Context: an optimization exercise on an open-source flow, tuned for small area. The choices shown serve that exercise and are no tape-out recipe.
In this exercise RTL edits were held to simulation tests only and were not proved equivalent to the original.
Power is estimated from default activity; no workload was simulated.

## JK
## alt_sync_ram
module alt_sync_ram #(
  parameter int WIDTH         = 64,
  parameter int WIDTHAD       = 4,
  parameter int NUMWORDS      = 1 << WIDTHAD,
  parameter int WIDTH_BYTEENA = 8,
  parameter int OUTDATA_REG   = 1
) (
  input  logic                     clock0,
  input  logic                     aclr0,
  input  logic                     clocken0,
  input  logic                     wren_a,
  input  logic                     wren_b,
  input  logic                     rden_a,
  input  logic                     rden_b,
  input  logic [WIDTHAD-1:0]       address_a,
  input  logic [WIDTHAD-1:0]       address_b,
  input  logic [WIDTH-1:0]         data_a,
  input  logic [WIDTH-1:0]         data_b,
  input  logic [WIDTH_BYTEENA-1:0] byteena_a,
  input  logic [WIDTH_BYTEENA-1:0] byteena_b,
  input  logic                     addressstall_a,
  input  logic                     addressstall_b,
  output logic [WIDTH-1:0]         q_a,
  output logic [WIDTH-1:0]         q_b
);
  localparam int LANE  = WIDTH / WIDTH_BYTEENA;
  localparam int PAIRS = NUMWORDS / 2;
  logic [NUMWORDS-1:0][WIDTH-1:0] mem_n;
  logic [NUMWORDS-1:0][WIDTH-1:0] keep_n;
  logic [NUMWORDS-1:0][WIDTH-1:0] mem_n_nxt;
  genvar gw;
  logic [WIDTHAD-1:0] addr_reg_a, addr_reg_b;
  logic [WIDTHAD-1:0] raddr_a, raddr_b;
  logic [WIDTH-1:0]   rdata_a, rdata_b;
  logic [WIDTH-1:0]   rdata_a_nxt, rdata_b_nxt;
  logic [WIDTH-1:0]   q_a_nxt, q_b_nxt;
  localparam int WSL = 2;
  localparam int RSL = 4;
  logic [WSL-1:0][NUMWORDS-1:0] wdec_a, wdec_b;
  logic [WIDTH_BYTEENA-1:0] wbe_a, wbe_b;
  logic [NUMWORDS-1:0][WIDTH_BYTEENA-1:0] sel_a_n, sel_b_n, hold;
  logic [RSL-1:0][NUMWORDS-1:0] rsel_a_n, rsel_b_n;
  logic ren_a_n, ren_b_n;
  logic cken_n;
  logic rclr_a, rclr_b;
  logic qld_a, qld_b;
  assign raddr_a = addressstall_a ? addr_reg_a : address_a;
  assign raddr_b = addressstall_b ? addr_reg_b : address_b;
  assign ren_a_n = ~(clocken0 & rden_a);
  assign ren_b_n = ~(clocken0 & rden_b);
  assign cken_n  = ~clocken0;
  ...
For scale: ~53000 um^2 of cells after synthesis.
clock: 4.0 ns
lec_check: 0
cap_margin: 15
core_margin: 2
core_utilization: 40
gpl_timing_driven: 0
setup_slack_margin: 0.5
slew_margin: 15
synth_hierarchical: 1
standard.sh (not shown) runs the stock make flow with config.mk's settings and CLKGATE_MAP_FILE= SYNTH_SCRIPT=/design/flow/synth_recipe.tcl, a recipe that flattens the netlist after the stock synthesis.
==> flow/flow/run.sh <==
#!/bin/bash
# Layout flow: the standard flow (standard.sh) with these changes.
#  1. After the standard synthesis, the o221ai, nor3 and a22oi cells that ABC sized up inside the one-gate
#     modules go back to drive strength 1; later repair steps size them up again where timing
#     or slew needs it. Registers are not touched.
#  2. Ports are buffered with the smallest buffer instead of a delay cell.
#  3. Clock tree: clkbuf_4 and clkbuf_8 buffers, larger sink clusters, no dummy loads.
# Each make run writes its full output to a log file here; ORFS keeps its per-step logs under
# orfs/logs.
set -euo pipefail
R=orfs/results/${FLOW_PLATFORM:-sky130hd}/alt_sync_ram/base

bash standard.sh synth > run_synth.log 2>&1

sed -i -E 's/\bsky130_fd_sc_hd__(o221ai|nor3|a22oi)_2\b/sky130_fd_sc_hd__\1_1/g' "$R/1_2_yosys.v"
grep -c "sky130_fd_sc_hd__o221ai_1 " "$R/1_2_yosys.v" > run_resize.log || true

CTS="-sink_clustering_enable -repair_clock_nets -dont_use_dummy_load"
CTS="$CTS -buf_list {sky130_fd_sc_hd__clkbuf_4 sky130_fd_sc_hd__clkbuf_8} -sink_clustering_size 10 -sink_clustering_max_diameter 50"
bash standard.sh "BUFFER_PORTS_ARGS=-buffer_cell sky130_fd_sc_hd__buf_1" "CTS_ARGS=$CTS" \
  finish > run_layout.log 2>&1
### JK -> MS
- SLEW_MARGIN: 15 -> 5
- CAP_MARGIN: 15 -> 5
- PLACE_DENSITY: unset -> 0.7
- SETUP_SLACK_MARGIN: 0.5 -> 0.25
diff --git a/flow/flow/run.sh b/flow/flow/run.sh
--- a/flow/flow/run.sh
+++ b/flow/flow/run.sh
@@ -6,3 +6,3 @@
 #  2. Ports are buffered with the smallest buffer instead of a delay cell.
-#  3. Clock tree: clkbuf_4 and clkbuf_8 buffers, larger sink clusters, no dummy loads.
+#  3. Clock tree: clkbuf_8 buffers, larger sink clusters, no dummy loads.
 # Each make run writes its full output to a log file here; ORFS keeps its per-step logs under
@@ -18,3 +18,3 @@
 CTS="-sink_clustering_enable -repair_clock_nets -dont_use_dummy_load"
-CTS="$CTS -buf_list {sky130_fd_sc_hd__clkbuf_4 sky130_fd_sc_hd__clkbuf_8} -sink_clustering_size 10 -sink_clustering_max_diameter 50"
+CTS="$CTS -buf_list {sky130_fd_sc_hd__clkbuf_8} -sink_clustering_size 16 -sink_clustering_max_diameter 100"
 bash standard.sh "BUFFER_PORTS_ARGS=-buffer_cell sky130_fd_sc_hd__buf_1" "CTS_ARGS=$CTS" \
--- outcome ---
- The layout from MS, despite a flow that completed every stage, fails the layout checks, with the failing checks listed as capacitance limit, slew limit.
- Diff JK -> MS | combinational power | down slightly
- Per the comparison of MS with JK, leakage component of the power went down by 3.4%, global-route wire length before repair went down by about 3.7%.
- When MS is set beside JK, its measured slew at the worst slew-check pin turns out to be 0.18 ns larger.
- Compared with JK, MS shows post-cts resize count lower by 47.
- MS packs its core more loosely than JK.
- [compare] base=JK new=MS: worst slack on hold paths fell by 0.049 ns, fraction of standard cell area in multi-input logic rose by 0.57 points.
Here is what was changed in the inputs of AL compared with MS.
- changing SLEW_MARGIN from 5 to 15
- changing SETUP_SLACK_MARGIN from 0.25 to 0.5
- removing PLACE_DENSITY (formerly 0.7)
- changing CAP_MARGIN from 5 to 15
diff --git a/flow/flow/run.sh b/flow/flow/run.sh
--- a/flow/flow/run.sh
+++ b/flow/flow/run.sh
@@ -18,3 +18,3 @@
 CTS="-sink_clustering_enable -repair_clock_nets -dont_use_dummy_load"
-CTS="$CTS -buf_list {sky130_fd_sc_hd__clkbuf_8} -sink_clustering_size 16 -sink_clustering_max_diameter 100"
+CTS="$CTS -buf_list {sky130_fd_sc_hd__clkbuf_8} -sink_clustering_size 18 -sink_clustering_max_diameter 45"
 bash standard.sh "BUFFER_PORTS_ARGS=-buffer_cell sky130_fd_sc_hd__buf_1" "CTS_ARGS=$CTS" \
==> results.txt <==
- In summary, AL completed successfully, with a layout that passed the timing, design-rule and antenna checks.
- AL ended with more total leakage power than MS.
- AL vs MS, required time at the endpoint of the critical path went up by 0.05 ns.
- [compare] base=MS new=AL: proportion of cell area spent on the clock network shows an increase of 1.3 points, count of sequential standard cells flat, area growth from synthesis to final layout now larger.
#### Input delta (TR over AL)
- a change of SLEW_MARGIN from 15 to 10
- a change of SETUP_SLACK_MARGIN from 0.5 to 0.35
- a change of CAP_MARGIN from 15 to 10
- an added PLACE_DENSITY of 0.7
diff --git a/flow/flow/run.sh b/flow/flow/run.sh
--- a/flow/flow/run.sh
+++ b/flow/flow/run.sh
@@ -18,3 +18,3 @@
 CTS="-sink_clustering_enable -repair_clock_nets -dont_use_dummy_load"
-CTS="$CTS -buf_list {sky130_fd_sc_hd__clkbuf_8} -sink_clustering_size 18 -sink_clustering_max_diameter 45"
+CTS="$CTS -buf_list {sky130_fd_sc_hd__clkbuf_8} -sink_clustering_size 17 -sink_clustering_max_diameter 100"
 bash standard.sh "BUFFER_PORTS_ARGS=-buffer_cell sky130_fd_sc_hd__buf_1" "CTS_ARGS=$CTS" \
## What came out
AL → TR: slew at the pin closest to its max-slew limit now smaller, portion of the layout cell area used by non-clock buffers dropped 0.22 points.
In TR the wire length of the first global-routing pass turned out about 3.7% lower than in AL.

Another version of the RTL of alt_sync_ram (not shown whole).
Size: roughly 5,500 cells after synthesis, about 290 I/O pins, about 53,000 sq um of cells after synthesis.
==> flow/design.v (excerpt) <==
module alt_sync_ram #(
  parameter int WIDTH         = 64,
  parameter int WIDTHAD       = 4,
  parameter int NUMWORDS      = 1 << WIDTHAD,
  parameter int WIDTH_BYTEENA = 8,
  parameter int OUTDATA_REG   = 1
) (
  input  logic                     clock0,
  input  logic                     aclr0,
  input  logic                     clocken0,
  input  logic                     wren_a,
  input  logic                     wren_b,
  input  logic                     rden_a,
  input  logic                     rden_b,
  input  logic [WIDTHAD-1:0]       address_a,
  input  logic [WIDTHAD-1:0]       address_b,
  input  logic [WIDTH-1:0]         data_a,
  input  logic [WIDTH-1:0]         data_b,
  input  logic [WIDTH_BYTEENA-1:0] byteena_a,
  input  logic [WIDTH_BYTEENA-1:0] byteena_b,
  input  logic                     addressstall_a,
  input  logic                     addressstall_b,
  output logic [WIDTH-1:0]         q_a,
  output logic [WIDTH-1:0]         q_b
);
  localparam int LANE  = WIDTH / WIDTH_BYTEENA;
  localparam int PAIRS = NUMWORDS / 2;
  logic [NUMWORDS-1:0][WIDTH-1:0] mem_n;
  logic [NUMWORDS-1:0][WIDTH-1:0] keep_n;
  logic [NUMWORDS-1:0][WIDTH-1:0] mem_n_nxt;
  logic [WIDTHAD-1:0] addr_reg_a, addr_reg_b;
  logic [WIDTHAD-1:0] raddr_a, raddr_b;
  logic [WIDTH-1:0]   rdata_a, rdata_b;
  logic [WIDTH-1:0]   rdata_a_nxt, rdata_b_nxt;
  logic [WIDTH-1:0]   q_a_nxt, q_b_nxt;
  logic [NUMWORDS-1:0] wdec_a, wdec_b;
  logic [WIDTH_BYTEENA-1:0] wbe_a, wbe_b;
  logic [NUMWORDS-1:0][WIDTH_BYTEENA-1:0] sel_a_n, sel_b_n, hold;
  logic [NUMWORDS-1:0] rsel_a_n, rsel_b_n;
  logic ren_a_n, ren_b_n;
  logic cken_n;
  assign raddr_a = addressstall_a ? addr_reg_a : address_a;
  assign raddr_b = addressstall_b ? addr_reg_b : address_b;
  assign ren_a_n = ~(clocken0 & rden_a);
  assign ren_b_n = ~(clocken0 & rden_b);
  ...
==> flow/config.mk <==
export PLATFORM = sky130hd
export DESIGN_NAME = alt_sync_ram
export DESIGN_NICKNAME = alt_sync_ram
export VERILOG_FILES = /design/flow/design.v
export SDC_FILE = /design/flow/constraint.sdc
export NUM_CORES = 4
export LEC_CHECK = 0
export CAP_MARGIN = 0
export CORE_MARGIN = 2
export CORE_UTILIZATION = 60
export SLEW_MARGIN = 0
export SYNTH_HIERARCHICAL = 1
==> flow/constraint.sdc <==
create_clock -name core_clock -period 4.0 [get_ports {clock0}]
set_input_delay 0.8000 -clock core_clock [delete_from_list [all_inputs] [get_ports {clock0}]]
set_output_delay 0.8000 -clock core_clock [all_outputs]
set_load 0.01 [all_outputs]
==> flow/flow/run.sh <==
#!/bin/bash
# Layout flow: the standard flow (standard.sh) with two changes.
#  1. After the standard synthesis, the or-and-invert cells that ABC sized up inside the one-gate
#     modules go back to drive strength 1; later repair steps size them up again where timing
#     or slew needs it. Registers are not touched.
#  2. Ports are buffered with the smallest buffer instead of a delay cell.
# Each make run writes its full output to a log file here; ORFS keeps its per-step logs under
# orfs/logs.
set -euo pipefail
R=orfs/results/${FLOW_PLATFORM:-sky130hd}/alt_sync_ram/base

bash standard.sh synth > run_synth.log 2>&1

sed -i -E 's/\bsky130_fd_sc_hd__o221ai_2\b/sky130_fd_sc_hd__o221ai_1/g' "$R/1_2_yosys.v"
grep -c "sky130_fd_sc_hd__o221ai_1 " "$R/1_2_yosys.v" > run_resize.log || true

bash standard.sh "BUFFER_PORTS_ARGS=-buffer_cell sky130_fd_sc_hd__buf_1" \
  "CTS_ARGS=-sink_clustering_enable -repair_clock_nets -dont_use_dummy_load -buf_list {sky130_fd_sc_hd__clkbuf_4 sky130_fd_sc_hd__clkbuf_8}" \
  finish > run_layout.log 2>&1
==> next run, changes <==
--- a/flow/flow/run.sh
+++ b/flow/flow/run.sh
@@ -15,5 +15,3 @@
 grep -c "sky130_fd_sc_hd__o221ai_1 " "$R/1_2_yosys.v" > run_resize.log || true
 
-bash standard.sh "BUFFER_PORTS_ARGS=-buffer_cell sky130_fd_sc_hd__buf_1" \
-  "CTS_ARGS=-sink_clustering_enable -repair_clock_nets -dont_use_dummy_load -buf_list {sky130_fd_sc_hd__clkbuf_4 sky130_fd_sc_hd__clkbuf_8}" \
-  finish > run_layout.log 2>&1
+bash standard.sh "BUFFER_PORTS_ARGS=-buffer_cell sky130_fd_sc_hd__buf_1" finish > run_layout.log 2>&1
- CAP_MARGIN: 0 -> 20
- CORE_UTILIZATION: 60 -> 40
- SLEW_MARGIN: 0 -> 20
After rerunning:
- worst hold slack degrades by 340 ps
- clock power is higher by about 50%
- non-clock buffer count is lower by 30
- register-to-register slack improves by 220 ps
- sequential power is about the same
- flip-flop and latch count stays the same
- area after synthesis is unchanged
- worst setup slack degrades by 72 ps
- total power is higher by about 14%
==> next run, changes <==
--- a/flow/flow/run.sh
+++ b/flow/flow/run.sh
@@ -15,3 +15,5 @@
 grep -c "sky130_fd_sc_hd__o221ai_1 " "$R/1_2_yosys.v" > run_resize.log || true
 
-bash standard.sh "BUFFER_PORTS_ARGS=-buffer_cell sky130_fd_sc_hd__buf_1" finish > run_layout.log 2>&1
+bash standard.sh "BUFFER_PORTS_ARGS=-buffer_cell sky130_fd_sc_hd__buf_1" \
+  "CTS_ARGS=-sink_clustering_enable -repair_clock_nets -dont_use_dummy_load -buf_list {sky130_fd_sc_hd__clkbuf_8}" \
+  finish > run_layout.log 2>&1
- CAP_MARGIN: 20 -> 0
- SLEW_MARGIN: 20 -> 0
Effect: Synthesized cell count does not change. Count of clock-buffer cells in the layout is lower by 2. Area after synthesis stays the same. Global-route usage barely changes. Final area is lower by a few percent. Flip-flop and latch count does not change. Worst setup slack improved by 190 ps.

separate check: timing with driven ports:
How much do the figures lean on ideal ports? The routed layouts below were timed once more, with nothing changed but the port constraints. Step 1, drivers: a clkbuf_16 drives clock0 and a buf_2 each remaining input, both assumed. Step 2 times the ports against the registers' clock, not the clock port: input delays grow and output delays shrink by t, the midpoint of the rising clock arrivals with the driver on. a / b / c = no drivers / after step 1 / after step 2; a / b = the first two.
| run | t (ns) | slack for setup (ns) | worst setup path after step 2 | worst slew at a driven data input, ns | cell pins on the clock port's net |
|---|---|---|---|---|---|
| JK | 0.977 | 0.345 / 0.396 / -0.581 | input to register | 0.16 | 1 |
| MS | 0.901 | 0.196 / 0.248 / -0.653 | input to register | 0.20 | 1 |
| AL | 0.963 | 0.371 / 0.429 / -0.534 | input to register | 0.17 | 1 |
| TR | 0.889 | 0.173 / 0.224 / -0.666 | input to register | 0.19 | 1 |
| the first run of note 2 | 0.965 | 0.915 / 0.860 / -0.105 | input to register | 0.18 | 1 |
| the second run of note 2 | 0.882 | 0.842 / 0.901 / 0.019 | input to register | 0.22 | 1 |
| the third run of note 2 | 1.034 | 1.032 / 1.092 / 0.057 | input to register | 0.21 | 1 |
The setup slack of the first run of note 2, which loses most, moves by -0.055 ns with the drivers and by -1.020 ns with both steps.
